What follows belongs to an exercise in optimizing a design on an open flow for small area; a production flow would make more cautious choices. Function was checked by simulation only, so behaviour that the tests miss may differ from the original. No activity file was given, so power comes from the tool's default toggle rates.

== the baseline ==
Design trigCoincTop, start of the top module:
module trigCoincTop
#(
   parameter int NUM_LANES  = trigPkg::NUM_LANES,
   parameter int LANE_WIDTH = trigPkg::LANE_WIDTH
)
(
   input  logic                            proc_clk,
   input  logic                            rstN,
   input  logic                            busWrEn,
   input  logic                            busRdEn,
   input  logic [DATA_WIDTH/8-1:0]         busWstrb,
   input  logic [ADDR_WIDTH-1:0]           busAddr,
   input  logic [DATA_WIDTH-1:0]           busWrData,
   input  logic [NUM_LANES*LANE_WIDTH-1:0] trigIn,
   input  logic                            fastTrig,
   output logic [DATA_WIDTH-1:0]           rdData,
   output logic                            rdValid
);
Size in the first run: ~410 flip-flops, ~150 I/O pins, roughly 20,000 µm² of cells after synthesis.
==> flow/config.mk <==
export PLATFORM = sky130hd
export DESIGN_NAME = trigCoincTop
export DESIGN_NICKNAME = trigCoincTop
export VERILOG_FILES = /design/flow/design.v
export SDC_FILE = /design/flow/constraint.sdc
export NUM_CORES = 4
export LEC_CHECK = 0
export CAP_MARGIN = 20
export CORE_MARGIN = 2
export CORE_UTILIZATION = 65
export SLEW_MARGIN = 20
export SYNTH_HIERARCHICAL = 1
export SYNTH_MINIMUM_KEEP_SIZE = 0
==> flow/constraint.sdc <==
create_clock -name core_clock -period 5.0 [get_ports {proc_clk}]
set_input_delay 1.0000 -clock core_clock [delete_from_list [all_inputs] [get_ports {proc_clk}]]
set_output_delay 1.0000 -clock core_clock [all_outputs]
set_load 0.01 [all_outputs]
standard.sh (not shown) runs the stock make flow with config.mk's settings and CLKGATE_MAP_FILE= SYNTH_SCRIPT=/design/flow/synth_recipe.tcl, a recipe that flattens the netlist after the stock synthesis.
==> flow/flow/run.sh <==
#!/bin/bash
# Own layout flow: the standard ORFS flow (standard.sh, unchanged synthesis),
# with synthesis buffers removed at floorplan, single-drive port buffers, plain (not timing-driven) global placement and a
# clock tree of clkbuf_4 without dummy loads.
set -uo pipefail
cd "$(dirname "$0")/.."
bash standard.sh \
  "GPL_TIMING_DRIVEN=0" "REMOVE_ABC_BUFFERS=1" \
  "BUFFER_PORTS_ARGS=-buffer_cell sky130_fd_sc_hd__buf_1" \
  "CTS_ARGS=-sink_clustering_enable -repair_clock_nets -dont_use_dummy_load -buf_list sky130_fd_sc_hd__clkbuf_4 -sink_clustering_size 9 -sink_clustering_max_diameter 35" \
  finish > flow_make.log 2>&1
rc=$?
tail -40 flow_make.log
exit $rc
[inputs] the candidate vs the baseline
--- a/flow/design.v
+++ b/flow/design.v
@@ -133,39 +133,14 @@
       rdNext |= {DATA_WIDTH{sel[SRC_TICK_LO]}} & runTicks[31:0];
       rdNext |= {DATA_WIDTH{sel[SRC_TICK_HI]}} & runTicks[63:32];
    end
 endmodule
 `default_nettype wire
 `timescale 1ns/1ps
 `default_nettype none
-module trigCountCtl
-(
-   input  logic        cntZero,
-   input  logic [3:0]  busWstrb,
-   input  logic [31:0] busData,
-   input  logic        ldTickLo,
-   input  logic        ldTickHi,
-   input  logic        ldTrigLo,
-   input  logic        ldTrigHi,
-   output logic [7:0]  tickSel,
-   output logic [7:0]  trigSel,
-   output logic [31:0] cntData
-);
-   assign cntData = busData & {32{!cntZero}};
-   for (genvar b = 0; b < 4; b++)
-   begin : genSel
-      assign tickSel[b]     = cntZero || (ldTickLo && busWstrb[b]);
-      assign tickSel[b + 4] = cntZero || (ldTickHi && busWstrb[b]);
-      assign trigSel[b]     = cntZero || (ldTrigLo && busWstrb[b]);
-      assign trigSel[b + 4] = cntZero || (ldTrigHi && busWstrb[b]);
-   end
-endmodule
-`default_nettype wire
-`timescale 1ns/1ps
-`default_nettype none
 import trigPkg::*;
 module trigCoincTop
 #(
    parameter int NUM_LANES  = trigPkg::NUM_LANES,
    parameter int LANE_WIDTH = trigPkg::LANE_WIDTH
 )
 (
@@ -256,30 +231,26 @@
    logic [31:0] cntData;
    logic        ldTickLo, ldTickHi, ldTrigLo, ldTrigHi;
    logic [7:0]  tickSel;
    logic [7:0]  trigSel;
    logic [63:0] tickInc;
    logic [63:0] trigInc;
    assign cntZero  = !rstN || counterClr;
+   assign cntData  = busWrData & {32{!cntZero}};
    assign ldTickLo = busWrEn && busAddr == REG_TICKS_LO;
    assign ldTickHi = busWrEn && busAddr == REG_TICKS_HI;
    assign ldTrigLo = busWrEn && busAddr == REG_NUMTRIG_LO;
    assign ldTrigHi = busWrEn && busAddr == REG_NUMTRIG_HI;
-   trigCountCtl uCountCtl (
-      .cntZero  (cntZero),
-      .busWstrb (busWstrb),
-      .busData  (busWrData),
-      .ldTickLo (ldTickLo),
-      .ldTickHi (ldTickHi),
-      .ldTrigLo (ldTrigLo),
-      .ldTrigHi (ldTrigHi),
-      .tickSel  (tickSel),
-      .trigSel  (trigSel),
-      .cntData  (cntData)
-   );
+   for (genvar b = 0; b < 4; b++)
+   begin : genSel
+      assign tickSel[b]     = cntZero || (ldTickLo && busWstrb[b]);
+      assign tickSel[b + 4] = cntZero || (ldTickHi && busWstrb[b]);
+      assign trigSel[b]     = cntZero || (ldTrigLo && busWstrb[b]);
+      assign trigSel[b + 4] = cntZero || (ldTrigHi && busWstrb[b]);
+   end
    function automatic logic [63:0] inc64(input logic [63:0] q, input logic cin);
       logic c;
       for (int k = 0; k < 16; k++)
       begin
          c = cin;
          for (int j = 0; j < k; j++)
             c = c & (&q[4*j +: 4]);
==> comparison <==
Looking at the baseline and the candidate, the area of all placed cells without fillers is a wash. Area of the die essentially unchanged between the candidate and the baseline. Of the candidate and the baseline, it is the candidate that has the higher via count. Relative to the baseline, the multiplexer fraction of the synthesized cell area of the candidate is lower by 4.6 points. For count of final max-slew check failures, the candidate and the baseline come out practically identical. Compared with the baseline, the candidate shows a lower post-synthesis average cell area. The candidate vs. the baseline: achievable clock frequency decreased 1.5%; non-filler instance count after layout increased 4.4%; share of total power in combinational logic decreased 1.1 points; minimum period implied by the final worst setup slack increased 0.070 ns; share of power burned in registers decreased 0.2 points. The baseline has a lower synthesis-to-finish area growth than the candidate. The candidate gives less total half-perimeter wirelength after legalization and detailed placement than the baseline did. The candidate has relative contribution of the clock network to total power above what the baseline had.

## static timing again, ports no longer ideal
Ports are ideal in the flow. The routed layouts listed here were re-timed in OpenROAD.
Step 1 assumes that a clkbuf_16 drives the clock port and a buf_2 every other input.
Step 2 also shifts input and output timing later by t, the mid clock arrival at the registers, as if the neighbouring blocks saw the same clock.
a / b / c = ideal ports / drivers / drivers and shift; a / b = the first two.
run	t (ns)	setup slack, ns	hold WS [ns]	worst setup path after step 2
the baseline	0.718	0.291 / 0.321 / -0.396	0.491 / 0.490 / 0.491	input to register
the candidate	0.726	0.221 / 0.250 / -0.475	0.460 / 0.460 / 0.460	input to register
With both steps, setup timing fails in the baseline and the candidate, where it was met with ideal ports. For the candidate, which loses most, drivers alone change the setup slack by +0.029 ns; drivers and shift together by -0.696 ns.
